This is an optimization exercise on Yosys and OpenROAD, whose aim is small area and a short achievable clock period, not a production implementation.
At most, simulation tests tie the RTL to the original design; equivalence was not proved.
No activity file was given, so power comes from the tool's default toggle rates.

== before ==
==> flow/design.v (excerpt) <==
module cfgTop
(
  input  logic                    clk,
  input  logic                    rstN,
  input  logic                    psel,
  input  logic                    penable,
  input  logic                    pwrite,
  input  logic [8-1:0]  paddr,
  input  logic [16-1:0]                pwdata,
  output logic [16-1:0]                     prdata,
  output logic                         pready,
  output logic                         pslverr,
  output logic [10-1:0]         filtsUsed,
  output logic [27-1:0]         incrementConstant,
  output logic [27-1:0]         decayConstant,
  output logic [4-1:0]          gensUsed,
  output logic [4-1:0]          gensEn,
  output logic                         reportTags,
  output logic                         pReset,
  output logic                         sReset,
  output logic                         progValid,
  input  logic                    progReady,
  output logic [4-1:0]          progGenIdx,
  output logic [16-1:0]        progPeriod,
  output logic [16-1:0]        progTicks,
  output logic [11-1:0]           progTag,
  output logic [48-1:0]                         currentTime,
  output logic                         unitTick,
  output logic                         hbPulse
);
Size in the first run: roughly 2,700 cells after synthesis, about 730 flip-flops, roughly 220 I/O pins, ~0.034 sq mm of cells after synthesis.
clock: 6.0 ns
lec_check: 0
cap_margin: 20
core_margin: 2
core_utilization: 60
setup_slack_margin: 3.5
slew_margin: 20
standard.sh (not shown) runs the stock make flow with config.mk's settings and CLKGATE_MAP_FILE= SYNTH_SCRIPT=/design/flow/synth_recipe.tcl, a recipe that flattens the netlist after the stock synthesis.
==> flow/flow/run.sh <==
#!/bin/bash
# Standard layout, with plain buf_2 cells as the port buffers and a clock
# tree without dummy loads. Each tool's output goes to a log of its own here.
set -euo pipefail
export BUFFER_PORTS_ARGS="-buffer_cell sky130_fd_sc_hd__buf_2"
export CTS_ARGS="-sink_clustering_enable -repair_clock_nets -dont_use_dummy_load"
bash standard.sh synth > make_synth.log 2>&1
bash standard.sh > make_layout.log 2>&1
before: all stages complete, timing, DRC and antenna checks passed
Input changes introduced in after (baseline for comparison: before):
# before
export LEC_CHECK = 0
export CAP_MARGIN = 20
export CORE_MARGIN = 2
export CORE_UTILIZATION = 60
export SETUP_SLACK_MARGIN = 3.5
export SLEW_MARGIN = 20
create_clock -name core_clock -period 6.0 [get_ports {clk}]
# after
export LEC_CHECK = 0
export CAP_MARGIN = 20
export CORE_MARGIN = 2
export CORE_UTILIZATION = 60
export SETUP_SLACK_MARGIN = 3.7
export SLEW_MARGIN = 20
create_clock -name core_clock -period 6.0 [get_ports {clk}]
## What came out
after: flow completed, timing, DRC and antenna clean. after has more setup slack than before. before tops out at a lower clock frequency than after. Relative to before, the power density normalized to cell area measured on after has decreased by a few percent. The met1 usage in global routing number comes out lower for before vs after. after gives less proportion of cell area spent on the clock network than before did. Path length in cells of the critical path: after vs before identical. Of after and before, the lower sequential share of cell area belongs to after.
Function was not checked in any run of this note: the RTL went through the layout flow alone.

---

Setup of main:
cfgTop, a different RTL version from the one above (not shown whole).
Size in the first run: roughly 2,900 cells after synthesis, roughly 750 flip-flops, roughly 220 I/O pins, about 0.031 mm^2 of cells after synthesis.
## cfgTop
module cfgTop
(
  input  logic                    clk,
  input  logic                    rstN,
  input  logic                    psel,
  input  logic                    penable,
  input  logic                    pwrite,
  input  logic [8-1:0]  paddr,
  input  logic [16-1:0]                pwdata,
  output logic [16-1:0]                     prdata,
  output logic                         pready,
  output logic                         pslverr,
  output logic [10-1:0]         filtsUsed,
  output logic [27-1:0]         incrementConstant,
  output logic [27-1:0]         decayConstant,
  output logic [4-1:0]          gensUsed,
  output logic [4-1:0]          gensEn,
  output logic                         reportTags,
  output logic                         pReset,
  output logic                         sReset,
  output logic                         progValid,
  input  logic                    progReady,
  output logic [4-1:0]          progGenIdx,
  output logic [16-1:0]        progPeriod,
  output logic [16-1:0]        progTicks,
  output logic [11-1:0]           progTag,
  output logic [48-1:0]                         currentTime,
  output logic                         unitTick,
  output logic                         hbPulse
);
Settings: LEC_CHECK=0, CAP_MARGIN=20, CORE_MARGIN=2, CORE_UTILIZATION=65, SETUP_SLACK_MARGIN=3.4, SLEW_MARGIN=20; clock period 6.0 ns.
==> flow/flow/run.sh <==
#!/bin/bash
# Standard layout, with plain buf_2 cells as the port buffers and a clock
# tree without dummy loads. Each tool's output goes to a log of its own here.
set -euo pipefail
export BUFFER_PORTS_ARGS="-buffer_cell sky130_fd_sc_hd__buf_2"
export CTS_ARGS="-sink_clustering_enable -repair_clock_nets -dont_use_dummy_load -sink_clustering_size 20 -sink_clustering_max_diameter 100"
bash standard.sh synth > make_synth.log 2>&1
bash standard.sh > make_layout.log 2>&1
Setup changes, main to the feature branch
Settings: SETUP_SLACK_MARGIN changed from 3.4 to 3.2; CORE_UTILIZATION changed from 65 to 55.
[summary]
Wire length on met1 went up by more than 10% going from main to the feature branch. Sort the feature branch and main by number of antenna violations at the first check in global routing desc -> top: main. Comparing combinational share of power for the feature branch and main, the smaller number came from the feature branch. after synthesis and placement, the instance count of the feature branch is above that of main. Compared with main, the feature branch shows a lower design area. Maximum achievable frequency: the feature branch worse than main.

==> afterwards: timing with drivers on the ports <==
The results above use ideal ports. As a check the final layouts listed here were re-extracted and re-timed, cells and wires unchanged.
Step 1: set_driving_cell puts a clkbuf_16 on clk and a buf_2 on each other input, an assumption about the parent block.
Step 2 times the ports against the registers' clock, not the clock port: input delays grow and output delays shrink by t, the midpoint of the rising clock arrivals with the driver on.
a / b / c = no drivers / after step 1 / after step 2; a / b = the first two.
run	t, ns	setup slack, ns	hold slack, ns	worst register clock-pin slew, ns
before	0.673	3.095 / 3.095 / 2.589	0.501 / 0.501 / 0.501	0.06 / 0.06
after	0.663	3.144 / 3.144 / 2.559	0.502 / 0.502 / 0.502	0.06 / 0.06
main	0.670	3.257 / 3.265 / 2.595	0.486 / 0.486 / 0.486	0.09 / 0.09
the feature branch	0.663	3.179 / 3.205 / 2.553	0.485 / 0.485 / 0.485	0.10 / 0.10
After both steps setup and hold are still met in every run listed. For main, which loses most, drivers alone change the setup slack by +0.008 ns; drivers and shift together by -0.662 ns.
